What follows belongs to an exercise in optimizing a design on an open flow for small area; a production flow would make more cautious choices. Where RTL was checked, it was by simulation tests only, not by an equivalence proof against the original. Only the layout flow was run in run 1; the RTL was not checked for function there. Power figures rest on the tool's default switching activity, not on a simulated workload.

===== flow/flow/run.sh =====
#!/bin/bash
# Standard layout, with synthesis's ABC mapping run for area instead of speed.
# Synthesis is synth_recipe.tcl unchanged apart from the ABC script, so the registers
# (names, count, cell types) are those of the standard synthesis.
set -uo pipefail
W=$(pwd)
F=$W/flow
cat > "$W/area_synth.tcl" <<TCL
proc abc {args} {
  set i [lsearch -exact \$args -script]
  if {\$i >= 0} { lset args [expr {\$i + 1}] $F/area.abc }
  yosys abc {*}\$args
}
source $W/synth_recipe.tcl
TCL
bash "$W/standard.sh" "SYNTH_SCRIPT=$W/area_synth.tcl" finish > "$W/flow_make.log" 2>&1
status=$?
exit $status

===== flow/flow/area.abc =====
strash
&get -n
&st
&b
&dch
&nf -R 1000
&put
topo

===== flow/standard.sh =====
#!/bin/bash
# synth_recipe.tcl (not shown) runs the flow's synth.tcl, then flattens the netlist and writes it again
# the make line also repeats each setting of config.mk as NAME=value (left out here)
make -C /OpenROAD-flow-scripts/flow DESIGN_CONFIG=/design/flow/config.mk WORK_HOME=/design/flow/orfs CLKGATE_MAP_FILE= SYNTH_SCRIPT=/design/flow/synth_recipe.tcl "${@:-finish}"

===== flow/config.mk =====
export PLATFORM = sky130hd
export DESIGN_NAME = rvCore
export DESIGN_NICKNAME = rvCore
export VERILOG_FILES = /design/flow/design.v
export SDC_FILE = /design/flow/constraint.sdc
export NUM_CORES = 4
export LEC_CHECK = 0
export CAP_MARGIN = 20
export CORE_MARGIN = 2
export CORE_UTILIZATION = 55
export SLEW_MARGIN = 20

===== flow/constraint.sdc =====
create_clock -name core_clock -period 10.0 [get_ports {clk}]
set_input_delay 2.0000 -clock core_clock [delete_from_list [all_inputs] [get_ports {clk}]]
set_output_delay 2.0000 -clock core_clock [all_outputs]
set_load 0.01 [all_outputs]

===== flow/design.v =====
`timescale 1ns/10ps
`default_nettype none
package rvPkg;
	localparam int Xlen = 32;
	typedef logic [4:0] RegAddr_t;
	typedef struct packed {
		logic [6:0] funct7;
		RegAddr_t rs2;
		RegAddr_t rs1;
		logic [2:0] funct3;
		RegAddr_t rd;
		logic [6:0] opcode;
	} RvRtype_t;
	typedef struct packed {
		logic [11:0] imm;
		RegAddr_t rs1;
		logic [2:0] funct3;
		RegAddr_t rd;
		logic [6:0] opcode;
	} RvItype_t;
	typedef struct packed {
		logic [6:0] immHi;
		RegAddr_t rs2;
		RegAddr_t rs1;
		logic [2:0] funct3;
		logic [4:0] immLo;
		logic [6:0] opcode;
	} RvStype_t;
	typedef struct packed {
		logic sign;
		logic [5:0] immHi;
		RegAddr_t rs2;
		RegAddr_t rs1;
		logic [2:0] funct3;
		logic [3:0] immLo;
		logic imm11;
		logic [6:0] opcode;
	} RvBtype_t;
	typedef struct packed {
		logic [19:0] imm;
		RegAddr_t rd;
		logic [6:0] opcode;
	} RvUtype_t;
	typedef struct packed {
		logic sign;
		logic [9:0] immLo;
		logic imm11;
		logic [7:0] immHi;
		RegAddr_t rd;
		logic [6:0] opcode;
	} RvJtype_t;
	typedef union packed {
		RvRtype_t r;
		RvItype_t i;
		RvStype_t s;
		RvBtype_t b;
		RvUtype_t u;
		RvJtype_t j;
	} RvInst_t;
	typedef enum logic [1:0] {RegNone, RegGpr, RegPc, RegImm} RegType_t;
	typedef struct packed {
		RegType_t regType;
		RegAddr_t addr;
	} Operand_t;
	typedef logic [Xlen-1:0] ImmData_t;
	typedef enum logic [1:0] {UnitNop, UnitAlu, UnitMem} ExeUnit_t;
	typedef enum logic [1:0] {AluAdd, AluComp, AluShift, AluLogic} AluOp_t;
	typedef enum logic [1:0] {LogicXor, LogicOr, LogicAnd} LogicSel_t;
	typedef struct packed {
		logic sub;
		logic right;
		logic arith;
		logic isUnsigned;
		logic lessThan;
		logic negate;
		logic branch;
		logic jump;
		LogicSel_t logicSel;
	} AluSubOp_t;
	typedef struct packed {
		AluOp_t op;
		AluSubOp_t subOp;
	} AluCmd_t;
	typedef enum logic {MemLoad, MemStore} MemOp_t;
	typedef enum logic [1:0] {MemByte, MemHalf, MemWord} MemSize_t;
	typedef struct packed {
		MemOp_t op;
		MemSize_t size;
		logic isUnsigned;
	} MemCmd_t;
	typedef struct packed {
		AluCmd_t alu;
		MemCmd_t mem;
	} Command_t;
	typedef struct packed {
		logic [Xlen-1:0] pc;
		Operand_t rs1;
		Operand_t rs2;
		Operand_t rd;
		ImmData_t imm;
		ExeUnit_t unit;
		Command_t command;
		logic invalid;
	} DecEntry_t;
	typedef struct packed {
		logic [Xlen-1:0] pc;
		RegAddr_t rd;
		logic writeRd;
		logic [Xlen-1:0] value;
		logic [Xlen-1:0] target;
		logic taken;
		logic memValid;
		MemCmd_t memCmd;
		logic [Xlen-1:0] memAddr;
		logic [Xlen-1:0] storeData;
		logic invalid;
	} Result_t;
endpackage
`default_nettype wire
`timescale 1ns/10ps
`default_nettype none
module rvCore (
	input logic clk,
	input logic reset_,
	input logic inValid,
	output logic inReady,
	input logic [31:0] inPc,
	input logic [31:0] inInst,
	output logic outValid,
	input logic outReady,
	output logic [172:0] outResult
);
	logic [31:0] pcR;
	logic [31:0] instR;
	logic [31:0] regs [1:31];
	logic [31:1] regValid;
	logic take;
	logic [4:0] rd;
	logic [4:0] rs1;
	logic [4:0] rs2;
	logic [2:0] f3;
	logic [6:0] f7;
	logic [4:0] op;
	logic isLoad, isStore, isBranch, isJalr, isJal, isOpImm, isOp, isAuipc, isLui, isNop;
	logic bad;
	logic invalid;
	logic writeRd;
	logic wrEn;
	logic [31:1] selA;
	logic [31:1] selB;
	logic [31:0] a;
	logic [31:0] b;
	logic [31:0] imm;
	logic [31:0] opB;
	logic [31:0] x;
	logic [31:0] y;
	logic sub;
	logic [31:0] sum;
	logic [31:0] d;
	logic lt;
	logic eq;
	logic cond;
	logic [31:0] shIn;
	logic [31:0] shR;
	logic [31:0] pc4;
	logic selSum, selShr, selShl, selXor, selOr, selAnd, selPc4, selLt;
	logic [31:0] value;
	logic [31:0] target;
	assign inReady = !outValid || outReady;
	assign take = outValid && outReady;
	always_ff @(posedge clk or negedge reset_) begin
		if (!reset_) begin
			outValid <= 1'b0;
		end else if (inValid && inReady) begin
			outValid <= 1'b1;
		end else if (outReady) begin
			outValid <= 1'b0;
		end
	end
	always_ff @(posedge clk) begin
		if (inValid && inReady) begin
			pcR <= inPc;
			instR <= inInst;
		end
	end
	assign op = instR[6:2];
	assign rd = instR[11:7];
	assign f3 = instR[14:12];
	assign rs1 = instR[19:15];
	assign rs2 = instR[24:20];
	assign f7 = instR[31:25];
	assign isLoad = op == 5'b00000;
	assign isStore = op == 5'b01000;
	assign isBranch = op == 5'b11000;
	assign isJalr = op == 5'b11001;
	assign isJal = op == 5'b11011;
	assign isOpImm = op == 5'b00100;
	assign isOp = op == 5'b01100;
	assign isAuipc = op == 5'b00101;
	assign isLui = op == 5'b01101;
	assign isNop = op == 5'b00011 || op == 5'b11100 || op == 5'b01011 || op == 5'b00001 ||
		op == 5'b01001 || op == 5'b10100 || op[4:2] == 3'b100;
	always_comb begin
		bad = 1'b0;
		if (isLoad) bad = (f3 == 3'd3) || (f3[2:1] == 2'b11);
		if (isStore) bad = (f3[2] || f3 == 3'd3);
		if (isBranch) bad = (f3[2:1] == 2'b01);
		if (isJalr) bad = (f3 != 3'd0);
		if (isOpImm && f3 == 3'd1) bad = (f7 != 7'h00);
		if (isOpImm && f3 == 3'd5) bad = (f7 != 7'h00) && (f7 != 7'h20);
		if (isOp) begin
			if (f7 == 7'h20) bad = (f3 != 3'd0) && (f3 != 3'd5);
			else bad = (f7 != 7'h00);
		end
		invalid = bad || (instR[1:0] != 2'b11) ||
			!(isLoad || isStore || isBranch || isJalr || isJal || isOpImm || isOp ||
			  isAuipc || isLui || isNop);
	end
	assign writeRd = !invalid && (isOp || isOpImm || isLui || isAuipc || isJal || isJalr) &&
		(rd != 5'd0);
	assign wrEn = take && writeRd;
	always_comb begin
		for (int r = 1; r < 32; r++) begin
			selA[r] = (rs1 == r) && regValid[r] && !isLui;
			selB[r] = (rs2 == r) && regValid[r];
		end
		a = '0;
		b = '0;
		for (int r = 1; r < 32; r++) begin
			a = a | (regs[r] & {32{selA[r]}});
			b = b | (regs[r] & {32{selB[r]}});
		end
	end
	always_ff @(posedge clk) begin
		for (int r = 1; r < 32; r++) begin
			if (wrEn && rd == r) begin
				regs[r] <= value;
			end
		end
	end
	always_ff @(posedge clk or negedge reset_) begin
		if (!reset_) begin
			regValid <= '0;
		end else begin
			for (int r = 1; r < 32; r++) begin
				if (wrEn && rd == r) begin
					regValid[r] <= 1'b1;
				end
			end
		end
	end
	always_comb begin
		imm[31] = instR[31];
		imm[30:20] = (isLui || isAuipc) ? instR[30:20] : {11{instR[31]}};
		imm[19:12] = (isLui || isAuipc || isJal) ? instR[19:12] : {8{instR[31]}};
		if (isLui || isAuipc) imm[11] = 1'b0;
		else if (isBranch) imm[11] = instR[7];
		else if (isJal) imm[11] = instR[20];
		else imm[11] = instR[31];
		imm[10:5] = (isLui || isAuipc) ? 6'd0 : instR[30:25];
		if (isLui || isAuipc) imm[4:1] = 4'd0;
		else if (isStore || isBranch) imm[4:1] = instR[11:8];
		else imm[4:1] = instR[24:21];
		if (isStore) imm[0] = instR[7];
		else if (isLui || isAuipc || isBranch || isJal) imm[0] = 1'b0;
		else imm[0] = instR[20];
	end
	assign opB = (isOp || isBranch) ? b : {{20{instR[31]}}, instR[31:20]};
	assign sub = isOp && f7[5];
	assign x = (isAuipc || isJal || isBranch) ? pcR : a;
	assign y = isOp ? (b ^ {32{sub}}) : imm;
	assign sum = x + y + {31'd0, sub};
	assign d = a ^ opB;
	assign eq = ~|d;
	always_comb begin
		lt = 1'b0;
		for (int n = 0; n < 31; n++) lt = d[n] ? opB[n] : lt;
		if (d[31]) lt = ((isBranch && f3[1]) || (!isBranch && f3[0])) ? opB[31] : a[31];
	end
	assign cond = (f3[2] ? lt : eq) ^ f3[0];
	always_comb begin
		for (int n = 0; n < 32; n++) shIn[n] = f3[2] ? a[n] : a[31-n];
		shR = $signed({f3[2] && f7[5] && a[31], shIn}) >>> opB[4:0];
	end
	assign pc4 = pcR + 32'd4;
	always_comb begin
		selPc4 = isJal || isJalr;
		selSum = !(isOp || isOpImm) || f3 == 3'd0;
		selShl = (isOp || isOpImm) && f3 == 3'd1;
		selShr = (isOp || isOpImm) && f3 == 3'd5;
		selLt = (isOp || isOpImm) && f3[2:1] == 2'b01;
		selXor = (isOp || isOpImm) && f3 == 3'd4;
		selOr = (isOp || isOpImm) && f3 == 3'd6;
		selAnd = (isOp || isOpImm) && f3 == 3'd7;
		for (int n = 0; n < 32; n++) begin
			value[n] = selPc4 ? pc4[n] :
				((sum[n] & selSum) | (shR[n] & selShr) | (shR[31-n] & selShl) |
				 (d[n] & (selXor | selOr)) | (a[n] & opB[n] & (selOr | selAnd)));
		end
		value[0] = value[0] | (lt & selLt & !selPc4);
	end
	assign target = {sum[31:1], sum[0] && !(isJal || isJalr)};
	assign outResult = {pcR, rd, writeRd, value, target,
		!invalid && isBranch && cond,
		!invalid && (isLoad || isStore),
		isStore, f3[1:0], f3[2],
		sum, b, invalid};
endmodule
`default_nettype wire

==> reports/qor.log, run 1 <==
INFO  sta            final_critical_path_setup_slack=-328ps
INFO  power_and_ir_drop leakagePower=21.8nW
INFO  sta            fin_crit_sh=1.03
INFO  run_status     status=failed layout checks
INFO  final_layout   nNetsFinal=4565
INFO  grt            overall_track_demand_over_capacity_in_global_routing=0.488
INFO  cts            root_buffer_selected_by_cts=clkbuf_16
INFO  critical_path  worst-path-buf-inv=5
INFO  critical_path  path_common_cell=a21oi_2
INFO  grt            vias_in_the_first_global_route=43.5k
INFO  critical_path  critical_path.max_fanout=6
INFO  floorplan      starting_density_of_the_core=0.557
INFO  grt            layer_carrying_the_most_global_route_usage=met2
INFO  sta            grt_setup_unrepaired=true
INFO  sta            hold_ws=501ps
INFO  detailed_routing route.final.wire_length=231000um
INFO  place          placement.io_buffers=242
INFO  critical_path  critPathCaptureType=output pin
INFO  synthesis      ys.flop_type=edfxtp_1
INFO  synthesis      syn-num-nets=3693
INFO  job            maxCapViolCount=0
INFO  run_status     so_faults=setup timing
INFO  final_layout   layout.core_utilization=0.701
INFO  synthesis      postSynthRegisterBits=1088
INFO  synthesis      ys.warnings.count=2
INFO  sta            fmax=96.8MHz
INFO  final_layout   final_cell_area=0.0622mm^2
INFO  grt            met2_usage=0.682
INFO  critical_path  critical_path_required=8000ps
INFO  synthesis      netlist_top_cells_count=1056 x edfxtp_1, 378 x a22oi_1, 305 x a222oi_1, 252 x nand2_1, 191 x a21oi_1
INFO  cts            numClockSinks=1088
INFO  synthesis      synth_enable_flop_cells=1056
INFO  detailed_routing detailedRoute.firstPassIterationCount=15
INFO  grt            antenna_found_initial=11
INFO  cts            tritoncts=done
INFO  critical_path  cp_slowest_stage_delay=520ps
INFO  floorplan      dieHeight=304um
INFO  synthesis      synth_cell_type_count=52
INFO  grt            grt_util_met3=0.197
INFO  critical_path  critical_path.slowest_cell=a211oi_4
INFO  floorplan      design.die.area=0.0924mm^2
INFO  detailed_routing detail_route.wl_per_cell=40.6um
INFO  sta            final-hold-violation-count=0
INFO  synthesis      netlist.area_leader.share=0.641
INFO  sta            fin_tns_setup=-1890ps
INFO  place          globalplace.congestion=1.09
INFO  detailed_routing detailedRoute.firstIterationViolations=11.9k
INFO  cts            cts_hold_repair.buffers=0
INFO  critical_path  worst-setup-path-type=flip-flop to output pin
INFO  synthesis      ys_async_sr_fraction=0.0294
INFO  synthesis      synth_top_cell_by_area=edfxtp_1
INFO  critical_path  crit_family=compound AO/OA/AOI/OAI gates
INFO  cts            cts_max_path_buffers=3
INFO  grt            grt_start_max_net_pins=65
INFO  synthesis      synth-seq-area-share=0.657
INFO  grt            globalRouteOverflowTotal=0
INFO  hold_path      worst_hold_path_class=flip-flop to flip-flop
INFO  sta            report.final.slew_viol_count=0
INFO  cts            cts.htree.levels=3
INFO  sta            worst_slew_pin_slew=1090ps
INFO  grt            grt_pass1_wl=320000um
INFO  synthesis      postSynthAreaPerCell=13.9um^2
INFO  place          placed_cell_areas=0.0573mm^2
INFO  detailed_routing drc_errors=0
INFO  floorplan      pin_count=243
INFO  power_and_ir_drop totalPowerFinal=10.5mW
INFO  power_and_ir_drop power_per_cell_area=168mW/mm^2
INFO  power_and_ir_drop max-vdd-ir-drop=241uV
INFO  cts            insertion_delay=750ps
INFO  detailed_routing avgViaCountPerCell=7.97
INFO  synthesis      post-synth-top-count-cell=edfxtp_1
INFO  sta            fin_skew=67.2ps
INFO  sta            finalCriticalPeriod=10330ps
INFO  synthesis      synth.top_cells.by_area=edfxtp_1 64%, a222oi_1 6.2%, a22oi_1 5.7%, a21oi_1 1.9%, nand2_1 1.9%
INFO  detailed_routing vias=45.3k
INFO  final_layout   syn2layout_area_growth=25.8%
INFO  floorplan      core=0.0888mm^2
INFO  sta            slew_headroom=0.272
INFO  critical_path  critical_path.startpoint_type=flip-flop
INFO  place          detailed_place_hpwl=155000um
INFO  final_layout   fraction_of_layout_instances_using_a_drive_strength_above_1=0.210
INFO  detailed_routing drt_antenna_net_count=0
INFO  cts            tritoncts.num_buffers=108
INFO  synthesis      post_synth_instance_area=0.0495mm^2
INFO  critical_path  arrival_time_at_the_worst_endpoint=8330ps
INFO  floorplan      dieWidth=304um
INFO  synthesis      syn_inst=3559
INFO  sta            finalSetupViolations=13
INFO  floorplan      rows=109
INFO  grt            grt.met1_usage=0.618
INFO  cts            clk_pin_slew=60ps
==> layout by cell type (no fill, tap or decap), types with 20 or more instances in the layout <==
cell	instances
a22oi_1	377
a22o_1	42
a222oi_1	305
or2_0	32
a221oi_1	78
edfxtp_1	1056
a21oi_2	42
clkbuf_1	20
nor2_4	28
mux2_1	31
buf_4	529
nor2_1	145
clkbuf_16	110
xnor2_1	34
mux2i_1	61
and3_2	38
a21oi_1	144
buf_6	21
dfrtp_1	32
nand3_1	91
ha_1	59
clkinv_1	57
nand2_1	248
and3_1	20
o21ai_0	120
o21a_1	21
clkdlybuf4s50_1	210
nand4_1	146
==> kinds of logic (layout without fill, tap and decap cells) <==
group | after synthesis | in the layout | synth area share
compound gates | 1255 | 1255 | 0.193
flops | 1088 | 1088 | 0.657
simple gates | 912 | 912 | 0.0922
mux | 99 | 99 | 0.0210
buf+inv | 81 | 1038 | 0.00933
fa+ha+maj | 66 | 66 | 0.0170
xor+xnor | 58 | 58 | 0.0103
other cells | 0 | 6 | 0
==> registers in the layout (all words and copies together) (netlist names) <==
register  flops
regs        992
instR        32
regValid     31
pcR          32
outValid      1
==> area by class of cell <==
cell class	count	area [um^2]
Clock buffer	133	2870
Clock inverter	62	748
Tap cell	1165	1460
Multi-Input combinational cell	2390	17500
Antenna cell	6	15.0
Fill cell	5958	26600
Timing Repair Buffer	804	6940
Inverter	39	149
Sequential cell	1088	32500
==> metal layers <==
metal | vias to the layer above | part of all wire
met5 | - | 0.0010
met1 | 21600 | 0.32
met4 | 14 | 0.092
met2 | 5269 | 0.40
met3 | 1254 | 0.18
li1 | 17200 | -
==> power by group <==
group / internal (mW) / switching, mW
Sequential: 5.18 / 0.0325
Clock: 2.40 / 1.80
Combinational: 0.374 / 0.686
==> worst register-to-register path: cells and delay by family, from the launching register on <==
family / cells / cell delay (ps)
mux: 1 / 310
simple gates: 10 / 1610
flops: 1 / 400
buf+inv: 5 / 1020
fa+ha+maj: 1 / 220
compound gates: 22 / 4090
xor+xnor: 1 / 170
==> path summary, 6_finish.rpt <==
path | from | to | slack [ps] | cells past startpoint
worst max-delay path | instR[3] | outResult[134] | -330 | 40
worst min-delay path | regValid[9] | regValid[9] | 500 | 1
worst max register to register | instR[3] | regs[7][31] | 1950 | 40
worst min register to register | regValid[9] | regValid[9] | 500 | 1
max in group asynchronous | reset_ | regValid[6] | 7820 | 2
min in group asynchronous | reset_ | regValid[11] | 1490 | 1
==> per-stage QoR <==
step	setup slack, ps	cells
after floorplan	-249	3559
after global placement	-1040	5417
after detailed placement	-1060	5417
after CTS	-57.8	5664
after global routing	-527	5682
final	-328	5687
==> repair_timing <==
item,CTS,global route
gates cloned,2,0
resized for setup,165,99
setup buffers,51,24
pin swaps,77,59
endpoints found under the setup margin,47,36
==> run 2, diff against run 1 <==
--- a/flow/design.v
+++ b/flow/design.v
@@ -133,3 +133,5 @@
 	logic [31:0] pcR;
-	logic [31:0] instR;
+	logic [31:7] instR;
+	logic [3:0] clsR;
+	logic [3:0] cls;
 	logic [31:0] regs [1:31];
@@ -142,5 +144,3 @@
 	logic [6:0] f7;
-	logic [4:0] op;
-	logic isLoad, isStore, isBranch, isJalr, isJal, isOpImm, isOp, isAuipc, isLui, isNop;
-	logic bad;
+	logic isLoad, isStore, isBranch, isJalr, isJal, isOpImm, isOp, isAuipc, isLui;
 	logic invalid;
@@ -150,2 +150,4 @@
 	logic [31:1] selB;
+	logic [10:0] grpA [0:31];
+	logic [10:0] grpB [0:31];
 	logic [31:0] a;
@@ -157,4 +159,4 @@
 	logic sub;
+	logic usePc;
 	logic [31:0] sum;
-	logic [31:0] d;
 	logic lt;
@@ -182,6 +184,52 @@
 			pcR <= inPc;
-			instR <= inInst;
+			instR <= inInst[31:7];
+			clsR <= cls;
 		end
 	end
-	assign op = instR[6:2];
+	localparam logic [3:0] ClsNop = 4'b0000, ClsBad = 4'b0001, ClsLoad = 4'b0010,
+		ClsStore = 4'b0011, ClsBranch = 4'b0100, ClsOpImm = 4'b1000, ClsOp = 4'b1001,
+		ClsLui = 4'b1010, ClsAuipc = 4'b1011, ClsJalr = 4'b1100, ClsJal = 4'b1101;
+	logic [4:0] iop;
+	logic [2:0] if3;
+	logic [6:0] if7;
+	logic ibad;
+	assign iop = inInst[6:2];
+	assign if3 = inInst[14:12];
+	assign if7 = inInst[31:25];
+	always_comb begin
+		ibad = 1'b0;
+		cls = ClsBad;
+		if (iop == 5'b00000) begin
+			cls = ClsLoad;
+			ibad = (if3 == 3'd3) || (if3[2:1] == 2'b11);
+		end
+		if (iop == 5'b01000) begin
+			cls = ClsStore;
+			ibad = if3[2] || (if3 == 3'd3);
+		end
+		if (iop == 5'b11000) begin
+			cls = ClsBranch;
+			ibad = (if3[2:1] == 2'b01);
+		end
+		if (iop == 5'b11001) begin
+			cls = ClsJalr;
+			ibad = (if3 != 3'd0);
+		end
+		if (iop == 5'b11011) cls = ClsJal;
+		if (iop == 5'b00100) begin
+			cls = ClsOpImm;
+			if (if3 == 3'd1) ibad = (if7 != 7'h00);
+			if (if3 == 3'd5) ibad = (if7 != 7'h00) && (if7 != 7'h20);
+		end
+		if (iop == 5'b01100) begin
+			cls = ClsOp;
+			if (if7 == 7'h20) ibad = (if3 != 3'd0) && (if3 != 3'd5);
+			else ibad = (if7 != 7'h00);
+		end
+		if (iop == 5'b00101) cls = ClsAuipc;
+		if (iop == 5'b01101) cls = ClsLui;
+		if (iop == 5'b00011 || iop == 5'b11100 || iop == 5'b01011 || iop == 5'b00001 ||
+			iop == 5'b01001 || iop == 5'b10100 || iop[4:2] == 3'b100) cls = ClsNop;
+		if (ibad || inInst[1:0] != 2'b11) cls = ClsBad;
+	end
 	assign rd = instR[11:7];
@@ -191,31 +239,13 @@
 	assign f7 = instR[31:25];
-	assign isLoad = op == 5'b00000;
-	assign isStore = op == 5'b01000;
-	assign isBranch = op == 5'b11000;
-	assign isJalr = op == 5'b11001;
-	assign isJal = op == 5'b11011;
-	assign isOpImm = op == 5'b00100;
-	assign isOp = op == 5'b01100;
-	assign isAuipc = op == 5'b00101;
-	assign isLui = op == 5'b01101;
-	assign isNop = op == 5'b00011 || op == 5'b11100 || op == 5'b01011 || op == 5'b00001 ||
-		op == 5'b01001 || op == 5'b10100 || op[4:2] == 3'b100;
-	always_comb begin
-		bad = 1'b0;
-		if (isLoad) bad = (f3 == 3'd3) || (f3[2:1] == 2'b11);
-		if (isStore) bad = (f3[2] || f3 == 3'd3);
-		if (isBranch) bad = (f3[2:1] == 2'b01);
-		if (isJalr) bad = (f3 != 3'd0);
-		if (isOpImm && f3 == 3'd1) bad = (f7 != 7'h00);
-		if (isOpImm && f3 == 3'd5) bad = (f7 != 7'h00) && (f7 != 7'h20);
-		if (isOp) begin
-			if (f7 == 7'h20) bad = (f3 != 3'd0) && (f3 != 3'd5);
-			else bad = (f7 != 7'h00);
-		end
-		invalid = bad || (instR[1:0] != 2'b11) ||
-			!(isLoad || isStore || isBranch || isJalr || isJal || isOpImm || isOp ||
-			  isAuipc || isLui || isNop);
-	end
-	assign writeRd = !invalid && (isOp || isOpImm || isLui || isAuipc || isJal || isJalr) &&
-		(rd != 5'd0);
+	assign isLoad = clsR == ClsLoad;
+	assign isStore = clsR == ClsStore;
+	assign isBranch = clsR == ClsBranch;
+	assign isJalr = clsR == ClsJalr;
+	assign isJal = clsR == ClsJal;
+	assign isOpImm = clsR == ClsOpImm;
+	assign isOp = clsR == ClsOp;
+	assign isAuipc = clsR == ClsAuipc;
+	assign isLui = clsR == ClsLui;
+	assign invalid = clsR == ClsBad;
+	assign writeRd = clsR[3] && (rd != 5'd0);
 	assign wrEn = take && writeRd;
@@ -223,10 +253,18 @@
 		for (int r = 1; r < 32; r++) begin
-			selA[r] = (rs1 == r) && regValid[r] && !isLui;
+			selA[r] = (rs1 == r) && regValid[r];
 			selB[r] = (rs2 == r) && regValid[r];
 		end
-		a = '0;
-		b = '0;
-		for (int r = 1; r < 32; r++) begin
-			a = a | (regs[r] & {32{selA[r]}});
-			b = b | (regs[r] & {32{selB[r]}});
+		for (int k = 0; k < 32; k++) begin
+			for (int g = 0; g < 11; g++) begin
+				grpA[k][g] = 1'b0;
+				grpB[k][g] = 1'b0;
+				for (int j = 0; j < 3; j++) begin
+					if (3 * g + j >= 1 && 3 * g + j < 32) begin
+						grpA[k][g] = grpA[k][g] | (regs[3 * g + j][k] & selA[3 * g + j]);
+						grpB[k][g] = grpB[k][g] | (regs[3 * g + j][k] & selB[3 * g + j]);
+					end
+				end
+			end
+			a[k] = |grpA[k];
+			b[k] = |grpB[k];
 		end
@@ -269,11 +307,26 @@
 	assign sub = isOp && f7[5];
-	assign x = (isAuipc || isJal || isBranch) ? pcR : a;
+	assign usePc = isAuipc || isJal || isBranch;
+	assign x = (pcR & {32{usePc}}) | (a & {32{!usePc && !isLui}});
 	assign y = isOp ? (b ^ {32{sub}}) : imm;
 	assign sum = x + y + {31'd0, sub};
-	assign d = a ^ opB;
-	assign eq = ~|d;
+	logic [31:0] ltT [0:5];
+	logic [31:0] eqT [0:5];
+	logic signedCmp;
+	assign signedCmp = isBranch ? !f3[1] : !f3[0];
 	always_comb begin
-		lt = 1'b0;
-		for (int n = 0; n < 31; n++) lt = d[n] ? opB[n] : lt;
-		if (d[31]) lt = ((isBranch && f3[1]) || (!isBranch && f3[0])) ? opB[31] : a[31];
+		for (int n = 0; n < 32; n++) begin
+			ltT[0][n] = !a[n] && opB[n];
+			eqT[0][n] = a[n] == opB[n];
+		end
+		if (signedCmp) ltT[0][31] = a[31] && !opB[31];
+		for (int l = 0; l < 5; l++) begin
+			ltT[l+1] = '0;
+			eqT[l+1] = '0;
+			for (int n = 0; n < (16 >> l); n++) begin
+				ltT[l+1][n] = ltT[l][2*n+1] || (eqT[l][2*n+1] && ltT[l][2*n]);
+				eqT[l+1][n] = eqT[l][2*n+1] && eqT[l][2*n];
+			end
+		end
+		lt = ltT[5][0];
+		eq = eqT[5][0];
 	end
@@ -297,3 +350,3 @@
 				((sum[n] & selSum) | (shR[n] & selShr) | (shR[31-n] & selShl) |
-				 (d[n] & (selXor | selOr)) | (a[n] & opB[n] & (selOr | selAnd)));
+				 ((a[n] ^ opB[n]) & (selXor | selOr)) | (a[n] & opB[n] & (selOr | selAnd)));
 		end
@@ -303,4 +356,4 @@
 	assign outResult = {pcR, rd, writeRd, value, target,
-		!invalid && isBranch && cond,
-		!invalid && (isLoad || isStore),
+		isBranch && cond,
+		isLoad || isStore,
 		isStore, f3[1:0], f3[2],
==> flow/flow/run.sh (replaced) <==
#!/bin/bash
# Standard layout with three changes: synthesis's ABC mapping runs for area instead of
# speed, ports get the smallest buffer, and clock tree synthesis uses larger sink clusters
# without dummy loads. Synthesis is synth_recipe.tcl unchanged apart from the ABC script, so
# the registers (names, count, cell types) are those of the standard synthesis.
set -uo pipefail
W=$(pwd)
F=$W/flow
cat > "$W/area_synth.tcl" <<TCL
proc abc {args} {
  set i [lsearch -exact \$args -script]
  if {\$i >= 0} { lset args [expr {\$i + 1}] $F/area.abc }
  yosys abc {*}\$args
}
source $W/synth_recipe.tcl
TCL
bash "$W/standard.sh" "SYNTH_SCRIPT=$W/area_synth.tcl" \
  "BUFFER_PORTS_ARGS=-buffer_cell sky130_fd_sc_hd__buf_1" \
  "CTS_ARGS=-sink_clustering_enable -repair_clock_nets -dont_use_dummy_load -sink_clustering_size 24 -sink_clustering_max_diameter 70 -buf_list {sky130_fd_sc_hd__clkbuf_8 sky130_fd_sc_hd__clkbuf_16}" \
  finish > "$W/flow_make.log" 2>&1
==> flow/flow/area.abc (replaced) <==
strash
&get -n
&st
&dch
&nf -R 1000
&put
topo
--- a/flow/config.mk
+++ b/flow/config.mk
@@ -7,5 +7,6 @@
 export LEC_CHECK = 0
-export CAP_MARGIN = 20
+export CAP_MARGIN = 0
 export CORE_MARGIN = 2
-export CORE_UTILIZATION = 55
-export SLEW_MARGIN = 20
+export CORE_UTILIZATION = 45
+export SETUP_SLACK_MARGIN = 0.2
+export SLEW_MARGIN = 0
==> reports/qor.log, run 2 <==
INFO  sta            fin_tns_setup=0ps
INFO  floorplan      rows=121
INFO  floorplan      dieWidth=335um
INFO  floorplan      dieHeight=335um
INFO  cts            root_buffer_selected_by_cts=clkbuf_16
INFO  sta            fin_crit_sh=0.978
INFO  place          globalplace.congestion=1.06
INFO  detailed_routing avgViaCountPerCell=7.55
INFO  critical_path  crit-reg2reg-launch=clsR[1]
INFO  cts            insertion_delay=700ps
INFO  synthesis      synth_xor_xnor_area_share=0.0133
INFO  cts            tritoncts.num_buffers=68
INFO  sta            final-hold-violation-count=0
INFO  final_layout   fillerInstances=9129
INFO  grt            globalRouteOverflowTotal=0
INFO  critical_path  worst-path-buf-inv=2
INFO  synthesis      syn-num-nets=3571
INFO  critical_path  worst_reg2reg_endpoint=regs[30][31]
INFO  critical_path  critPathCaptureType=output pin
INFO  sta            final_critical_path_setup_slack=219ps
INFO  cts            clk_pin_slew=60ps
INFO  final_layout   mostFrequentLayoutCell=edfxtp_1
INFO  critical_path  cp_slowest_stage_delay=940ps
INFO  synthesis      ys.flop_type=edfxtp_1
INFO  critical_path  arrival_time_at_the_worst_endpoint=7780ps
INFO  grt            vias_in_the_first_global_route=36.9k
INFO  cts            tritoncts=done
INFO  critical_path  crit_cells=29
INFO  sta            report.final.slew_viol_count=0
INFO  job            maxCapViolCount=0
INFO  detailed_routing detailedRoute.firstIterationViolations=10.5k
INFO  cts            cts_max_path_buffers=3
INFO  synthesis      postSynthAreaPerCell=14.5um^2
INFO  cts            cts_hold_repair.buffers=0
INFO  synthesis      ys.warnings.count=6
INFO  critical_path  critical_path_required=8000ps
INFO  synthesis      synth_fa_ha_area_frac=0.0252
INFO  synthesis      synth_compound_gate_area_share=0.193
INFO  synthesis      synth_cell_type_count=53
INFO  detailed_routing vias=40.5k
INFO  grt            antenna_found_initial=9
INFO  detailed_routing route.final.wire_length=204000um
INFO  synthesis      syn_inst=3405
INFO  final_layout   fraction_of_layout_instances_using_a_drive_strength_above_1=0.130
INFO  power_and_ir_drop max-vdd-ir-drop=197uV
INFO  sta            grt_setup_unrepaired=false
INFO  final_layout   final_cell_area=0.0568mm^2
INFO  floorplan      starting_density_of_the_core=0.454
INFO  final_layout   layout.core_utilization=0.523
INFO  critical_path  setup.worst_path.start=clsR[1]
INFO  grt            grt_start_max_net_pins=54
INFO  detailed_routing detailedRoute.firstPassIterationCount=13
INFO  floorplan      pin_count=243
INFO  final_layout   layout.cells.most_common_list=1053 x edfxtp_1, 601 x a222oi_1, 281 x buf_4, 240 x buf_1, 198 x nand4_1
INFO  grt            overall_track_demand_over_capacity_in_global_routing=0.352
INFO  place          post_placement_worst_setup_slack=367ps
INFO  sta            slew_headroom=0.175
INFO  synthesis      synth.top_cells.by_area=edfxtp_1 64%, a222oi_1 12%, nand4_1 2.5%, ha_1 2.4%, a22oi_1 2.1%
INFO  sta            fmax=102MHz
INFO  synthesis      netlist_top_cells_count=1053 x edfxtp_1, 601 x a222oi_1, 209 x nor2_1, 198 x nand4_1, 167 x o21ai_0
INFO  synthesis      synthMuxAreaShare=0.0202
INFO  final_layout   syn2layout_area_growth=15.3%
INFO  grt            grt_pass1_wl=282000um
INFO  critical_path  worst-setup-path-type=flip-flop to output pin
INFO  final_layout   top_regs=regs (992), pcR (32), regValid (31)
INFO  synthesis      synth_top_family_by_area=compound AO/OA/AOI/OAI gates
INFO  floorplan      design.die.area=0.112mm^2
INFO  synthesis      post_synth_instance_area=0.0493mm^2
INFO  detailed_routing drt_antenna_net_count=0
INFO  critical_path  number_of_cells_traversed_by_the_worst_register_to_register_path=29
INFO  place          detailed_place_hpwl=141000um
INFO  floorplan      core=0.109mm^2
INFO  final_layout   largest_reg_flops=992
INFO  place          placed_cell_areas=0.0546mm^2
INFO  critical_path  critical_path.startpoint_type=flip-flop
INFO  final_layout   nNetsFinal=4126
INFO  sta            finalCriticalPeriod=9780ps
INFO  final_layout   register_with_the_highest_flop_count=regs
INFO  critical_path  crit_family=compound AO/OA/AOI/OAI gates
INFO  hold_path      worst_hold_path_class=flip-flop to flip-flop
INFO  power_and_ir_drop power_per_cell_area=172mW/mm^2
INFO  synthesis      post-synth-top-count-cell=edfxtp_1
INFO  critical_path  path_common_cell=a21oi_1
INFO  run_status     status=timing/DRC/antenna clean
INFO  cts            numClockSinks=1085
INFO  synthesis      synth_top_cell_by_area=edfxtp_1
INFO  detailed_routing detail_route.wl_per_cell=38.0um
INFO  critical_path  critical_path.max_fanout=8
INFO  synthesis      postSynthRegisterBits=1085
INFO  critical_path  reg2reg_slack=2380ps
INFO  sta            worst_slew_pin_slew=1230ps
INFO  sta            fin_skew=110ps
INFO  synthesis      synthSimpleGateAreaFrac=0.0793
INFO  detailed_routing drc_errors=0
INFO  sta            hold_ws=508ps
INFO  synthesis      ys_async_sr_fraction=0.0295
INFO  synthesis      netlist.area_leader.share=0.641
INFO  synthesis      synth_enable_flop_cells=1053
INFO  cts            cts.htree.levels=3
INFO  power_and_ir_drop leakagePower=18.0nW
INFO  critical_path  critical_path.slowest_cell=nor2_1
INFO  critical_path  setup.worst_path.end=outResult[134]
INFO  place          placement.io_buffers=242
INFO  sta            finalSetupViolations=0
INFO  synthesis      synth-seq-area-share=0.658
[run 2: timing repair]
item / 4_1_cts / 5_1_grt
endpoints found under the setup margin: 9 / 10
gates cloned: 0 / 0
pin swaps: 7 / 25
buffers inserted: 23 / 25
resized for setup: 15 / 26
[run 2: cell families (layout without fill, tap and decap cells)]
family / Yosys count / in the layout
AO/OA/AOI/OAI: 1159 / 1159
XOR/XNOR: 75 / 75
buffers and inverters: 111 / 664
flip-flops: 1085 / 1085
adder cells (fa/ha/maj): 98 / 98
other: 0 / 2
AND/OR/NAND/NOR: 781 / 781
multiplexers: 96 / 96
[run 2: worst register-to-register path, delay by kind of cell (launching register included)]
family          cells  cell delay [ps]
flops               1              580
simple gates       10             2000
xor+xnor            1              260
compound gates     15             3560
buf+inv             2              630
fa+ha+maj           1              360
[run 2: worst min-delay path by stage]
| stage | cells after the start | slack (ps) | startpoint | endpoint |
|---|---|---|---|---|
| 6_report | 1 | 510 | regValid[8] | regValid[8] |
| 5_1_grt | 1 | 520 | regValid[26] | regValid[26] |
| 4_1_cts | 1 | 510 | regValid[8] | regValid[8] |
| 3_5_place_dp | 1 | 500 | regValid[8] | regValid[8] |
| 3_3_place_gp | 1 | 500 | regValid[8] | regValid[8] |
| 2_1_floorplan | 1 | 450 | regValid[16] | regValid[16] |
[run 2: final cells by class]
| cell class | count | area [um^2] | area share |
|---|---|---|---|
| clock buffer | 68 | 1700 | 0.0299 |
| multi-input combinational | 2209 | 17600 | 0.310 |
| antenna | 2 | 5.00 | 0.0000881 |
| sequential | 1085 | 32400 | 0.570 |
| timing repair buffer | 527 | 3070 | 0.0541 |
| inverter | 69 | 259 | 0.00456 |
| tap | 1414 | 1770 | 0.0311 |
[run 2: metal layers]
layer  GRT usage  part of all wire  up-vias  routed length [um]
met1       0.500              0.38    20300               77200
met2       0.517              0.43     3404               88100
met4       0.174             0.060       14               12200
met3      0.0697              0.13      481               26700
li1            -                 -    16300                   -
met5           0           0.00043        -                  88
[run 2: power by group]
group	leakage (nW)	internal (mW)	switching, mW	total, mW
Combinational	7.27	0.431	1.30	1.73
Clock	0.838	1.21	1.45	2.66
Sequential	9.90	5.34	0.0527	5.40
Total	18.0	6.98	2.80	9.79
[run 2: per-stage QoR]
step                      power [mW]  std cells
final                           9.79       5374
after floorplan                 6.36       3405
after global routing            10.0       5372
after CTS                       9.74       5347
after global placement          7.15       5256
after detailed placement        7.16       5256
==> run 3, diff against run 2 <==
--- a/flow/flow/run.sh
+++ b/flow/flow/run.sh
@@ -18,3 +18,3 @@
   "BUFFER_PORTS_ARGS=-buffer_cell sky130_fd_sc_hd__buf_1" \
-  "CTS_ARGS=-sink_clustering_enable -repair_clock_nets -dont_use_dummy_load -sink_clustering_size 24 -sink_clustering_max_diameter 70 -buf_list {sky130_fd_sc_hd__clkbuf_8 sky130_fd_sc_hd__clkbuf_16}" \
+  "CTS_ARGS=-sink_clustering_enable -repair_clock_nets -dont_use_dummy_load -sink_clustering_size 30 -sink_clustering_max_diameter 80 -buf_list {sky130_fd_sc_hd__clkbuf_8 sky130_fd_sc_hd__clkbuf_16}" \
   finish > "$W/flow_make.log" 2>&1
==> reports/qor.log, run 3 <==
INFO  critical_path  number_of_cells_traversed_by_the_worst_register_to_register_path=34
INFO  synthesis      synth.top_cells.by_area=edfxtp_1 64%, a222oi_1 12%, nand4_1 2.5%, ha_1 2.4%, a22oi_1 2.1%
INFO  sta            finalCriticalPeriod=9660ps
INFO  synthesis      netlist.area_leader.share=0.641
INFO  sta            final-hold-violation-count=0
INFO  final_layout   syn2layout_area_growth=14.3%
INFO  cts            cts_max_path_buffers=3
INFO  grt            antenna_found_initial=9
INFO  cts            root_buffer_selected_by_cts=clkbuf_16
INFO  synthesis      ys.flop_type=edfxtp_1
INFO  synthesis      netlist_top_cells_count=1053 x edfxtp_1, 601 x a222oi_1, 209 x nor2_1, 198 x nand4_1, 167 x o21ai_0
INFO  grt            grt_start_max_net_pins=54
INFO  grt            met2_usage=0.516
INFO  grt            grt.met1_usage=0.506
INFO  grt            vias_in_the_first_global_route=36.7k
INFO  place          placement.io_buffers=242
INFO  floorplan      pin_count=243
INFO  synthesis      syn_inst=3405
INFO  sta            report.final.slew_viol_count=0
INFO  grt            layer_carrying_the_most_global_route_usage=met2
INFO  synthesis      postSynthAreaPerCell=14.5um^2
INFO  critical_path  critical_path_required=8000ps
INFO  synthesis      post-synth-top-count-cell=edfxtp_1
INFO  critical_path  reg2reg_slack=2590ps
INFO  cts            clk_pin_slew=120ps
INFO  final_layout   layout.cells.most_common_list=1053 x edfxtp_1, 601 x a222oi_1, 274 x buf_4, 241 x buf_1, 198 x nand4_1
INFO  detailed_routing detailedRoute.firstPassIterationCount=14
INFO  hold_path      hold-path-endpoint=regValid[4]
INFO  final_layout   layout.core_utilization=0.518
INFO  cts            cts.htree.levels=2
INFO  hold_path      hp-start=regValid[4]
INFO  sta            grt_setup_unrepaired=false
INFO  floorplan      design.die.area=0.112mm^2
INFO  detailed_routing drt_antenna_net_count=0
INFO  final_layout   mostFrequentLayoutCell=edfxtp_1
INFO  critical_path  arrival_time_at_the_worst_endpoint=7660ps
INFO  critical_path  crit-reg2reg-launch=instR[22]
INFO  synthesis      synth_enable_flop_cells=1053
INFO  final_layout   nNetsFinal=4101
INFO  grt            globalRouteOverflowTotal=0
INFO  detailed_routing detailedRoute.firstIterationViolations=10.6k
INFO  cts            numClockSinks=1085
INFO  critical_path  critPathCaptureType=output pin
INFO  synthesis      post_synth_instance_area=0.0493mm^2
INFO  power_and_ir_drop power_per_cell_area=166mW/mm^2
INFO  cts            tritoncts=done
INFO  grt            overall_track_demand_over_capacity_in_global_routing=0.351
INFO  final_layout   fraction_of_layout_instances_using_a_drive_strength_above_1=0.125
INFO  sta            fmax=104MHz
INFO  final_layout   total_area_of_sequential_cells=0.0324mm^2
INFO  critical_path  critical_path.max_fanout=32
INFO  hold_path      worst_hold_path_class=flip-flop to flip-flop
INFO  sta            final_critical_path_setup_slack=341ps
INFO  cts            insertion_delay=700ps
INFO  synthesis      synth_top_cell_by_area=edfxtp_1
INFO  floorplan      rows=121
INFO  final_layout   largest_reg_flops=992
INFO  critical_path  worst-setup-path-type=flip-flop to output pin
INFO  sta            fin_crit_sh=0.966
INFO  place          detailed_place_hpwl=141000um
INFO  power_and_ir_drop leakagePower=17.8nW
INFO  detailed_routing route.final.wire_length=204000um
INFO  detailed_routing vias=40.5k
INFO  detailed_routing drc_errors=0
INFO  final_layout   final_cell_area=0.0563mm^2
INFO  final_layout   top_regs=regs (992), pcR (32), regValid (31)
INFO  sta            hold_ws=516ps
INFO  sta            worst_slew_pin_slew=1270ps
INFO  cts            tritoncts.num_buffers=48
INFO  critical_path  worst_reg2reg_endpoint=regs[12][30]
INFO  cts            cts_hold_repair.buffers=0
INFO  synthesis      postSynthRegisterBits=1085
INFO  floorplan      starting_density_of_the_core=0.454
INFO  floorplan      dieWidth=335um
INFO  job            maxCapViolCount=0
INFO  hold_path      hold_depth=1
INFO  final_layout   fillerInstances=9189
INFO  grt            grt_pass1_wl=281000um
INFO  floorplan      dieHeight=335um
INFO  run_status     status=timing/DRC/antenna clean
INFO  sta            fin_tns_setup=0ps
INFO  synthesis      synth-seq-area-share=0.658
INFO  sta            finalSetupViolations=0
INFO  sta            fin_skew=87.9ps
INFO  synthesis      ys_async_sr_fraction=0.0295
INFO  place          globalplace.congestion=1.06
INFO  final_layout   multi_input_comb_area=0.0176mm^2
INFO  detailed_routing avgViaCountPerCell=7.57
INFO  place          post_placement_worst_setup_slack=367ps
INFO  synthesis      synth_cell_type_count=53
INFO  floorplan      core=0.109mm^2
INFO  place          placed_cell_areas=0.0546mm^2
INFO  synthesis      ys.warnings.count=6
INFO  final_layout   register_with_the_highest_flop_count=regs
INFO  critical_path  critical_path.startpoint_type=flip-flop
INFO  detailed_routing detail_route.wl_per_cell=38.1um
INFO  power_and_ir_drop max-vdd-ir-drop=145uV
INFO  grt            grt_util_met3=0.0572
INFO  sta            slew_headroom=0.152
INFO  synthesis      syn-num-nets=3571
[run 3: cell count changes in the layout (fill, tap and decap cells not counted), sizes merged]
cell / change
clkbuf: -21
buf: -4
[run 3: what timing repair did]
item	4_1_cts	5_1_grt
buffers inserted	25	18
gates resized for setup	15	31
pin swaps	7	23
setup endpoints to repair	9	8
[run 3: critical path: stages (launching register included)]
cell,delay (ps)
edfxtp_1,550
clkinv_1,200
nand2_4,190
nor4_4,70
buf_4,320
a222oi_1,430
nand4_1,160
nor2_1,260
nand4_1,160
buf_4,210
mux2i_2,180
clkinv_1,80
buf_4,250
ha_1,400
nor3_1,90
a221o_1,280
o21ai_0,520
a21oi_1,280
a2111oi_0,920
nor3_1,90
or4_1,500
nand3_1,180
o211ai_1,150
buf_4,280
buf_1,170
[run 3: worst max path at each step]
| stage | startpoint | end | slack [ps] | depth (start not counted) |
|---|---|---|---|---|
| 6_report | instR[22] | outResult[103] | 340 | 24 |
| 5_1_grt | instR[22] | outResult[133] | 170 | 33 |
| 4_1_cts | instR[16] | outResult[133] | 260 | 34 |
| 3_5_place_dp | instR[23] | outResult[131] | 370 | 34 |
| 3_3_place_gp | instR[22] | outResult[134] | 480 | 31 |
| 2_1_floorplan | instR[20] | outResult[133] | 210 | 30 |
[run 3: area by class of cell]
class                   instances  share of cell area
well taps                    1414              0.0314
inverters                      69             0.00460
multi-input cells            2209               0.313
clock buffers                  48              0.0213
diodes                          2           0.0000888
flip-flops and latches       1085               0.576
repair buffers                522              0.0542
[run 3: report_power, final]
part / leakage, nW / internal (mW) / switching, mW
combinational: 7.27 / 0.435 / 1.30
sequential: 9.90 / 5.34 / 0.0533
clock: 0.592 / 0.861 / 1.36
total: 17.8 / 6.64 / 2.72
[run 3: logic make-up (layout without fill, tap and decap cells)]
family / after synthesis / count (layout) / share of synthesized area
adder cells (fa/ha/maj): 98 / 98 / 0.0252
AO/OA/AOI/OAI: 1159 / 1159 / 0.193
AND/OR/NAND/NOR: 781 / 781 / 0.0793
buffers and inverters: 111 / 639 / 0.0116
flip-flops: 1085 / 1085 / 0.658
other: 0 / 2 / 0
XOR/XNOR: 75 / 75 / 0.0133
multiplexers: 96 / 96 / 0.0202
[run 3: routing by layer]
layer | up-vias | wire, um
met4 | 8 | 11700
met2 | 3502 | 88200
li1 | 16300 | -
met1 | 20200 | 77200
met5 | - | 57
met3 | 460 | 26700
[run 3: stage by stage]
stage          power, mW  instances
2_1_floorplan       6.36       3405
3_3_place_gp        7.15       5256
4_1_cts             9.32       5329
6_report            9.35       5349
3_5_place_dp        7.16       5256
5_1_grt             9.61       5347
==> run 4, diff against run 3 <==
--- a/flow/config.mk
+++ b/flow/config.mk
@@ -10,2 +10,3 @@
 export CORE_UTILIZATION = 45
+export PLACE_DENSITY = 0.72
 export SETUP_SLACK_MARGIN = 0.2
==> reports/qor.log, run 4 <==
INFO  power_and_ir_drop swShare=0.287
INFO  synthesis      synth_top_cell_by_area=edfxtp_1
INFO  sta            finalSetupViolations=0
INFO  critical_path  crit_cells=31
INFO  final_layout   final_cell_area=0.0561mm^2
INFO  critical_path  worst_reg2reg_endpoint=regs[19][30]
INFO  hold_path      worst_hold_path_class=flip-flop to flip-flop
INFO  sta            final-hold-violation-count=0
INFO  detailed_routing drc_errors=0
INFO  synthesis      postSynthRegisterBits=1085
INFO  synthesis      netlist_top_cells_count=1053 x edfxtp_1, 601 x a222oi_1, 209 x nor2_1, 198 x nand4_1, 167 x o21ai_0
INFO  power_and_ir_drop max-vdd-ir-drop=189uV
INFO  grt            grt_start_max_net_pins=59
INFO  sta            fin_tns_setup=0ps
INFO  power_and_ir_drop power_report.internal_total=6.61mW
INFO  critical_path  critical_path_required=8000ps
INFO  power_and_ir_drop power_per_cell_area=166mW/mm^2
INFO  hold_path      hold-path-endpoint=regValid[16]
INFO  detailed_routing detailedRoute.firstIterationViolations=11.8k
INFO  cts            clk_pin_slew=110ps
INFO  sta            fin_skew=103ps
INFO  cts            cts.htree.levels=2
INFO  cts            root_buffer_selected_by_cts=clkbuf_16
INFO  synthesis      syn_inst=3405
INFO  power_and_ir_drop comb_power_share=0.184
INFO  cts            cts_hold_repair.buffers=0
INFO  critical_path  arrival_time_at_the_worst_endpoint=7520ps
INFO  critical_path  number_of_cells_traversed_by_the_worst_register_to_register_path=31
INFO  synthesis      postSynthAreaPerCell=14.5um^2
INFO  final_layout   syn2layout_area_growth=13.7%
INFO  sta            slew_headroom=0.128
INFO  detailed_routing avgViaCountPerCell=7.59
INFO  power_and_ir_drop clock_power_share=0.234
INFO  power_and_ir_drop totalPowerFinal=9.28mW
INFO  hold_path      hold_depth=1
INFO  detailed_routing detailedRoute.firstPassIterationCount=17
INFO  critical_path  reg2reg_slack=2720ps
INFO  grt            antenna_found_initial=12
INFO  synthesis      syn-num-nets=3571
INFO  place          post-place-cells=5225
INFO  critical_path  crit_family=compound AO/OA/AOI/OAI gates
INFO  hold_path      hp-start=regValid[16]
INFO  final_layout   fraction_of_layout_instances_using_a_drive_strength_above_1=0.116
INFO  job            maxCapViolCount=0
INFO  critical_path  crit-reg2reg-launch=instR[20]
INFO  sta            finalCriticalPeriod=9520ps
INFO  synthesis      post-synth-top-count-cell=edfxtp_1
INFO  synthesis      ys.flop_type=edfxtp_1
INFO  grt            vias_in_the_first_global_route=37.0k
INFO  detailed_routing detail_route.wl_per_cell=36.5um
INFO  grt            overall_track_demand_over_capacity_in_global_routing=0.334
INFO  synthesis      synth_enable_flop_cells=1053
INFO  critical_path  cp_slowest_stage_delay=460ps
INFO  place          detailed_place_hpwl=132000um
INFO  synthesis      ys_async_sr_fraction=0.0295
INFO  final_layout   nNetsFinal=4076
INFO  critical_path  worst-setup-path-type=flip-flop to output pin
INFO  grt            globalRouteOverflowTotal=0
INFO  floorplan      design.die.area=0.112mm^2
INFO  place          placed_cell_areas=0.0544mm^2
INFO  final_layout   layout.cells.most_common_list=1053 x edfxtp_1, 601 x a222oi_1, 251 x buf_4, 241 x buf_1, 198 x nand4_1
INFO  sta            fin_crit_sh=0.952
INFO  synthesis      netlist.area_leader.share=0.641
INFO  synthesis      synth.top_cells.by_area=edfxtp_1 64%, a222oi_1 12%, nand4_1 2.5%, ha_1 2.4%, a22oi_1 2.1%
INFO  cts            insertion_delay=700ps
INFO  sta            grt_setup_unrepaired=true
INFO  cts            numClockSinks=1085
INFO  critical_path  critical_path.max_fanout=14
INFO  detailed_routing vias=40.4k
INFO  final_layout   register_with_the_highest_flop_count=regs
INFO  floorplan      dieHeight=335um
INFO  power_and_ir_drop total_switching_power=2.66mW
INFO  place          placement.io_buffers=242
INFO  final_layout   post_layout_nonfiller_instances=5325
INFO  critical_path  worst-path-buf-inv=4
INFO  floorplan      core=0.109mm^2
INFO  cts            tritoncts.num_buffers=47
INFO  power_and_ir_drop p_seq_frac=0.581
INFO  grt            grt_pass1_wl=272000um
INFO  sta            worst_slew_pin_slew=1300ps
INFO  final_layout   largest_reg_flops=992
INFO  critical_path  critical_path.startpoint_type=flip-flop
INFO  place          globalplace.congestion=1.01
INFO  sta            report.final.slew_viol_count=0
INFO  synthesis      synth_cell_type_count=53
INFO  cts            tritoncts=done
INFO  synthesis      synth-seq-area-share=0.658
INFO  power_and_ir_drop leakagePower=17.6nW
INFO  floorplan      rows=121
INFO  run_status     status=timing/DRC/antenna clean
INFO  synthesis      post_synth_instance_area=0.0493mm^2
INFO  critical_path  critPathCaptureType=output pin
INFO  detailed_routing route.final.wire_length=194000um
INFO  detailed_routing drt_antenna_net_count=0
INFO  critical_path  critical_path.slowest_cell=edfxtp_1
INFO  final_layout   top_regs=regs (992), pcR (32), regValid (31)
INFO  synthesis      ys.warnings.count=6
INFO  cts            cts_max_path_buffers=3
INFO  floorplan      pin_count=243
INFO  floorplan      dieWidth=335um
INFO  sta            fmax=105MHz
INFO  floorplan      starting_density_of_the_core=0.454
INFO  final_layout   mostFrequentLayoutCell=edfxtp_1
[run 4: logic make-up (layout without fill, tap and decap cells)]
group                    count (synthesis)  in the layout  synth area share
XOR/XNOR                                75             75            0.0133
flip-flops                            1085           1085             0.658
AO/OA/AOI/OAI                         1159           1159             0.193
adder cells (fa/ha/maj)                 98             98            0.0252
buffers and inverters                  111            614            0.0116
AND/OR/NAND/NOR                        781            781            0.0793
multiplexers                            96             96            0.0202
other                                    0              3                 0
[run 4: worst max-delay path by stage]
stage,to,from,slack (ps)
after floorplan,outResult[133],instR[20],210
after global placement,outResult[133],instR[21],570
after CTS,outResult[133],instR[15],240
final,outResult[133],instR[20],480
after detailed placement,outResult[133],instR[21],400
after global routing,outResult[133],instR[21],100
[run 4: final cells by class]
type / instances / area (um^2)
inverter: 69 / 259
sequential: 1085 / 32400
clock buffer: 47 / 1180
multi-input combinational: 2209 / 17500
fill: 9040 / 52600
tap: 1414 / 1770
antenna: 3 / 7.51
timing repair buffer: 498 / 2890
[run 4: per-layer routing]
layer | vias to the layer above | part of all wire | track usage
met3 | 596 | 0.15 | 0.0666
met5 | - | 0.00041 | 0.00261
li1 | 16200 | - | -
met2 | 3884 | 0.43 | 0.496
met1 | 19700 | 0.35 | 0.463
met4 | 12 | 0.068 | 0.184
[run 4: repair_timing]
item	CTS	global route
endpoints found under the setup margin	10	17
pin swaps	13	9
hold endpoints to repair	0	0
gates resized for setup	7	19
setup buffers	37	13
cloned	0	0
[run 4: through the flow]
stage           util  setup slack, ps  hold slack (ps)
6_report       0.516              484              510
5_1_grt        0.516             98.9              536
4_1_cts        0.514              238              505
3_5_place_dp   0.500              396              486
3_3_place_gp   0.500              572              483
2_1_floorplan      -              205              450
[run 4: power by group through the flow]
stage,logic [mW],registers [mW],clock network [mW]
global route,1.79,5.40,2.31
floorplan,0.859,5.50,0
global placement,1.63,5.49,0
finish,1.71,5.39,2.17
detailed placement,1.65,5.49,0
CTS,1.66,5.39,2.17
==> run 5, diff against run 4 <==
--- a/flow/config.mk
+++ b/flow/config.mk
@@ -9,4 +9,3 @@
 export CORE_MARGIN = 2
-export CORE_UTILIZATION = 45
-export PLACE_DENSITY = 0.72
+export CORE_UTILIZATION = 50
 export SETUP_SLACK_MARGIN = 0.2
==> reports/qor.log, run 5 <==
INFO  synthesis      synth.top_cells.by_area=edfxtp_1 64%, a222oi_1 12%, nand4_1 2.5%, ha_1 2.4%, a22oi_1 2.1%
INFO  final_layout   final_cell_area=0.0559mm^2
INFO  synthesis      syn-num-nets=3571
INFO  detailed_routing detail_route.wirelength.met1=76900um
INFO  floorplan      core=0.0980mm^2
INFO  final_layout   layout.cells.most_common_list=1053 x edfxtp_1, 601 x a222oi_1, 241 x buf_1, 230 x buf_4, 198 x nand4_1
INFO  detailed_routing met2_length=92500um
INFO  critical_path  critical_path_required=8000ps
INFO  final_layout   fraction_of_layout_instances_using_a_drive_strength_above_1=0.115
INFO  sta            report.final.slew_viol_count=0
INFO  power_and_ir_drop power_per_cell_area=169mW/mm^2
INFO  critical_path  cp_slowest_stage_delay=540ps
INFO  cts            insertion_delay=700ps
INFO  synthesis      post-synth-top-count-cell=edfxtp_1
INFO  sta            finalCriticalPeriod=9550ps
INFO  cts            root_buffer_selected_by_cts=clkbuf_16
INFO  power_and_ir_drop leakagePower=17.6nW
INFO  critical_path  critical_path.startpoint_type=flip-flop
INFO  synthesis      ys.warnings.count=6
INFO  grt            antenna_found_initial=1
INFO  cts            numClockSinks=1085
INFO  critical_path  path_common_cell=nand2_1
INFO  sta            fin_tns_setup=0ps
INFO  final_layout   nNetsFinal=4065
INFO  detailed_routing vias=41.0k
INFO  synthesis      synth-seq-area-share=0.658
INFO  detailed_routing maxUsedRoutingLayer=met5
INFO  cts            cts.htree.levels=2
INFO  critical_path  critical_path.slowest_cell=a222oi_1
INFO  cts            tritoncts=done
INFO  critical_path  worst-path-buf-inv=4
INFO  place          detailed_place_hpwl=143000um
INFO  critical_path  crit_family=simple AND/OR/NAND/NOR gates
INFO  synthesis      synth_top_cell_by_area=edfxtp_1
INFO  synthesis      synth_cell_type_count=53
INFO  floorplan      design.die.area=0.101mm^2
INFO  final_layout   mostFrequentLayoutCell=edfxtp_1
INFO  cts            clk_pin_slew=70ps
INFO  synthesis      postSynthAreaPerCell=14.5um^2
INFO  grt            overall_track_demand_over_capacity_in_global_routing=0.411
INFO  final_layout   syn2layout_area_growth=13.4%
INFO  detailed_routing wl_met3=31000um
INFO  final_layout   register_with_the_highest_flop_count=regs
INFO  detailed_routing drc_errors=0
INFO  critical_path  worst-setup-path-type=flip-flop to output pin
INFO  detailed_routing drt_antenna_net_count=0
INFO  floorplan      pin_count=243
INFO  detailed_routing detailedRoute.firstIterationViolations=11.3k
INFO  detailed_routing avgViaCountPerCell=7.91
INFO  synthesis      synth_enable_flop_cells=1053
INFO  place          globalplace.congestion=1.07
INFO  hold_path      worst_hold_path_class=flip-flop to flip-flop
INFO  synthesis      netlist_top_cells_count=1053 x edfxtp_1, 601 x a222oi_1, 209 x nor2_1, 198 x nand4_1, 167 x o21ai_0
INFO  place          placement.io_buffers=242
INFO  sta            grt_setup_unrepaired=false
INFO  synthesis      netlist.area_leader.share=0.641
INFO  synthesis      post_synth_instance_area=0.0493mm^2
INFO  critical_path  critical_path.max_fanout=31
INFO  run_status     status=timing/DRC/antenna clean
INFO  critical_path  arrival_time_at_the_worst_endpoint=7550ps
INFO  floorplan      dieHeight=318um
INFO  sta            fin_crit_sh=0.955
INFO  cts            cts_hold_repair.buffers=0
INFO  sta            worst_slew_pin_slew=1380ps
INFO  detailed_routing detail_route.wl_per_cell=41.4um
INFO  place          placed_cell_areas=0.0542mm^2
INFO  detailed_routing detailedRoute.firstPassIterationCount=13
INFO  grt            vias_in_the_first_global_route=38.6k
INFO  sta            fin_skew=121ps
INFO  sta            slew_headroom=0.0784
INFO  grt            grt_pass1_wl=296000um
INFO  detailed_routing route.final.wire_length=215000um
INFO  critical_path  critPathCaptureType=output pin
INFO  floorplan      rows=115
INFO  job            maxCapViolCount=0
INFO  sta            finalSetupViolations=0
INFO  sta            final-hold-violation-count=0
INFO  synthesis      ys.flop_type=edfxtp_1
INFO  synthesis      postSynthRegisterBits=1085
INFO  cts            cts_max_path_buffers=3
INFO  power_and_ir_drop max-vdd-ir-drop=166uV
INFO  grt            globalRouteOverflowTotal=0
INFO  power_and_ir_drop totalPowerFinal=9.43mW
INFO  floorplan      starting_density_of_the_core=0.503
INFO  cts            tritoncts.num_buffers=49
INFO  grt            grt_start_max_net_pins=71
INFO  synthesis      ys_async_sr_fraction=0.0295
INFO  sta            fmax=105MHz
INFO  floorplan      dieWidth=318um
INFO  synthesis      syn_inst=3405
INFO  final_layout   largest_reg_flops=992
INFO  final_layout   top_regs=regs (992), pcR (32), regValid (31)
## run 5: area by class of cell
| class | count | area, um^2 |
|---|---|---|
| diodes | 4 | 10.0 |
| clock buffers | 49 | 1230 |
| fillers | 7827 | 42100 |
| inverters | 69 | 259 |
| multi-input cells | 2209 | 17600 |
| flip-flops and latches | 1085 | 32400 |
| well taps | 1287 | 1610 |
| repair buffers | 485 | 2830 |
## run 5: routing by layer
metal / vias to the layer above / global-route usage
li1: 16200 / -
met1: 20200 / 0.560
met2: 3964 / 0.608
met3: 601 / 0.0978
met4: 2 / 0.229
met5: - / 0
## run 5: stage by stage
step                 util  worst slack [ps]  cells  hold slack, ps
floorplan               -               205   3405             450
global placement    0.553               557   5086             495
detailed placement  0.553               445   5086             506
CTS                 0.567               205   5144             523
global route        0.571               148   5184             551
finish              0.571               450   5188             528
## run 5: repair_timing
action,4_1_cts,5_1_grt
endpoints found under the hold margin,0,0
setup buffers,9,40
pin swaps,2,19
endpoints found under the setup margin,16,18
resized for setup,10,29
## run 5: cell families (layout without fill, tap and decap cells)
logic type | Yosys count | after routing | synth area share
mux | 96 | 96 | 0.0202
compound gates | 1159 | 1159 | 0.193
buf+inv | 111 | 603 | 0.0116
flops | 1085 | 1085 | 0.658
other cells | 0 | 4 | 0
fa+ha+maj | 98 | 98 | 0.0252
simple gates | 781 | 781 | 0.0793
xor+xnor | 75 | 75 | 0.0133
## run 5: worst paths after layout
check	startpoint	endpoint	slack, ps	depth (start not counted)
max in group asynchronous	reset_	regValid[1]	7890	1
worst max-delay path	instR[22]	outResult[134]	450	32
worst max register to register	instR[22]	regs[6][31]	2710	32
worst min-delay path	regValid[26]	regValid[26]	530	1
worst min register to register	regValid[26]	regValid[26]	530	1
min in group asynchronous	reset_	regValid[21]	1430	1
## run 5: power by group
| group | switching [mW] | internal [mW] | leakage, nW |
|---|---|---|---|
| Combinational | 1.37 | 0.436 | 7.06 |
| Sequential | 0.0560 | 5.34 | 9.90 |
| Clock | 1.35 | 0.876 | 0.604 |
## run 5: worst reg2reg max path: cells and delay by family (launching register included)
kind / cells / cell delay (ps)
adder cells (fa/ha/maj): 1 / 370
flip-flops: 1 / 490
buffers and inverters: 4 / 1050
AO/OA/AOI/OAI: 12 / 2390
AND/OR/NAND/NOR: 14 / 2450
XOR/XNOR: 1 / 290
==> run 6, diff against run 5 <==
--- a/flow/config.mk
+++ b/flow/config.mk
@@ -9,3 +9,4 @@
 export CORE_MARGIN = 2
-export CORE_UTILIZATION = 50
+export CORE_UTILIZATION = 45
+export PLACE_DENSITY = 0.85
 export SETUP_SLACK_MARGIN = 0.2
==> reports/qor.log, run 6 <==
INFO  synthesis      post_synth_instance_area=0.0493mm^2
INFO  sta            grt_setup_unrepaired=false
INFO  synthesis      synth_cell_type_count=53
INFO  floorplan      starting_density_of_the_core=0.454
INFO  critical_path  reg2reg_slack=2620ps
INFO  floorplan      rows=121
INFO  place          detailed_place_hpwl=132000um
INFO  sta            hold_ws=536ps
INFO  cts            insertion_delay=700ps
INFO  hold_path      worst_hold_path_class=flip-flop to flip-flop
INFO  sta            slew_headroom=0.154
INFO  detailed_routing vias=41.5k
INFO  sta            fmax=104MHz
INFO  synthesis      ys.flop_type=edfxtp_1
INFO  detailed_routing detail_route.wl_per_cell=36.4um
INFO  synthesis      ys.warnings.count=6
INFO  synthesis      synth.top_cells.by_area=edfxtp_1 64%, a222oi_1 12%, nand4_1 2.5%, ha_1 2.4%, a22oi_1 2.1%
INFO  cts            root_buffer_selected_by_cts=clkbuf_16
INFO  critical_path  path_common_cell=buf_4
INFO  floorplan      design.die.area=0.112mm^2
INFO  cts            tritoncts=done
INFO  power_and_ir_drop power_per_cell_area=167mW/mm^2
INFO  detailed_routing detailedRoute.firstPassIterationCount=17
INFO  sta            worst_slew_pin_slew=1270ps
INFO  run_status     status=timing/DRC/antenna clean
INFO  critical_path  worst-setup-path-type=flip-flop to output pin
INFO  final_layout   fraction_of_layout_instances_using_a_drive_strength_above_1=0.117
INFO  cts            cts.htree.levels=2
INFO  grt            globalRouteOverflowTotal=0
INFO  sta            final-hold-violation-count=0
INFO  final_layout   top_regs=regs (992), pcR (32), regValid (31)
INFO  final_layout   post_layout_nonfiller_instances=5328
INFO  critical_path  critical_path.startpoint_type=flip-flop
INFO  cts            tritoncts.num_buffers=49
INFO  detailed_routing drt_antenna_net_count=0
INFO  sta            final_critical_path_setup_slack=417ps
INFO  job            maxCapViolCount=0
INFO  synthesis      synth_top_cell_by_area=edfxtp_1
INFO  final_layout   layout.cells.most_common_list=1053 x edfxtp_1, 601 x a222oi_1, 241 x buf_1, 241 x buf_4, 198 x nand4_1
INFO  synthesis      post-synth-top-count-cell=edfxtp_1
INFO  cts            clk_pin_slew=110ps
INFO  critical_path  crit_family=compound AO/OA/AOI/OAI gates
INFO  detailed_routing detailedRoute.firstIterationViolations=13.1k
INFO  place          post_placement_worst_setup_slack=366ps
INFO  critical_path  critical_path_required=8000ps
INFO  grt            grt_pass1_wl=271000um
INFO  cts            numClockSinks=1085
INFO  power_and_ir_drop leakagePower=17.7nW
INFO  synthesis      synth_enable_flop_cells=1053
-- run 6: cell counts after synthesis --
Identical to the previous run, type by type.
-- run 6: where the power goes --
part	leakage [nW]	total [mW]	internal [mW]	switching (mW)
clock	0.604	2.21	0.876	1.33
sequential	9.90	5.40	5.34	0.0556
combinational	7.15	1.76	0.441	1.31
total	17.7	9.36	6.66	2.70
-- run 6: logic make-up after synthesis --
| logic type | count (synthesis) | share of synthesized area |
|---|---|---|
| flip-flops | 1085 | 0.658 |
| adder cells (fa/ha/maj) | 98 | 0.0252 |
| buffers and inverters | 111 | 0.0116 |
| AND/OR/NAND/NOR | 781 | 0.0793 |
| AO/OA/AOI/OAI | 1159 | 0.193 |
| multiplexers | 96 | 0.0202 |
| XOR/XNOR | 75 | 0.0133 |
-- run 6: path summary, 6_finish.rpt --
check                                      end  cells past startpoint         start
worst max-delay path            outResult[127]                     30     instR[21]
worst min-delay path              regValid[25]                      1  regValid[25]
worst max register to register    regs[25][24]                     30     instR[21]
worst min register to register    regValid[25]                      1  regValid[25]
max in group asynchronous             outValid                      1        reset_
min in group asynchronous          regValid[9]                      1        reset_
-- run 6: stage by stage --
step	total power, mW	utilization	cell area, um^2
6_report	9.36	0.517	56200
3_5_place_dp	7.15	0.502	54600
5_1_grt	9.55	0.517	56200
3_3_place_gp	7.13	0.502	54600
2_1_floorplan	6.36	-	49600
4_1_cts	9.25	0.515	55900
-- run 6: layout make-up --
| class | instances | area [um^2] |
|---|---|---|
| inverters | 69 | 259 |
| clock buffers | 49 | 1230 |
| repair buffers | 498 | 2970 |
| multi-input cells | 2210 | 17600 |
| fillers | 8855 | 52500 |
| flip-flops and latches | 1085 | 32400 |
| well taps | 1414 | 1770 |
| diodes | 3 | 7.51 |
-- run 6: repair_timing --
| item | in CTS | in global routing |
|---|---|---|
| setup buffers | 14 | 18 |
| gates cloned | 1 | 0 |
| pin swaps | 5 | 13 |
| gates resized for setup | 11 | 28 |
| setup endpoints to repair | 7 | 7 |
-- run 6: per-layer routing --
| metal | wire [um] | track usage | part of all wire |
|---|---|---|---|
| met3 | 30400 | 0.0741 | 0.16 |
| met2 | 83400 | 0.498 | 0.43 |
| met5 | 26 | 0 | 0.00013 |
| met1 | 60900 | 0.419 | 0.31 |
| met4 | 19100 | 0.248 | 0.099 |

Check on run 6: ideal ports give 0.417 ns setup slack; a clkbuf_16 on the clock port and buf_2 on the inputs give 0.340 ns; moving port delays by the midpoint clock arrival (0.714 ns) as well gives 1.054 ns.
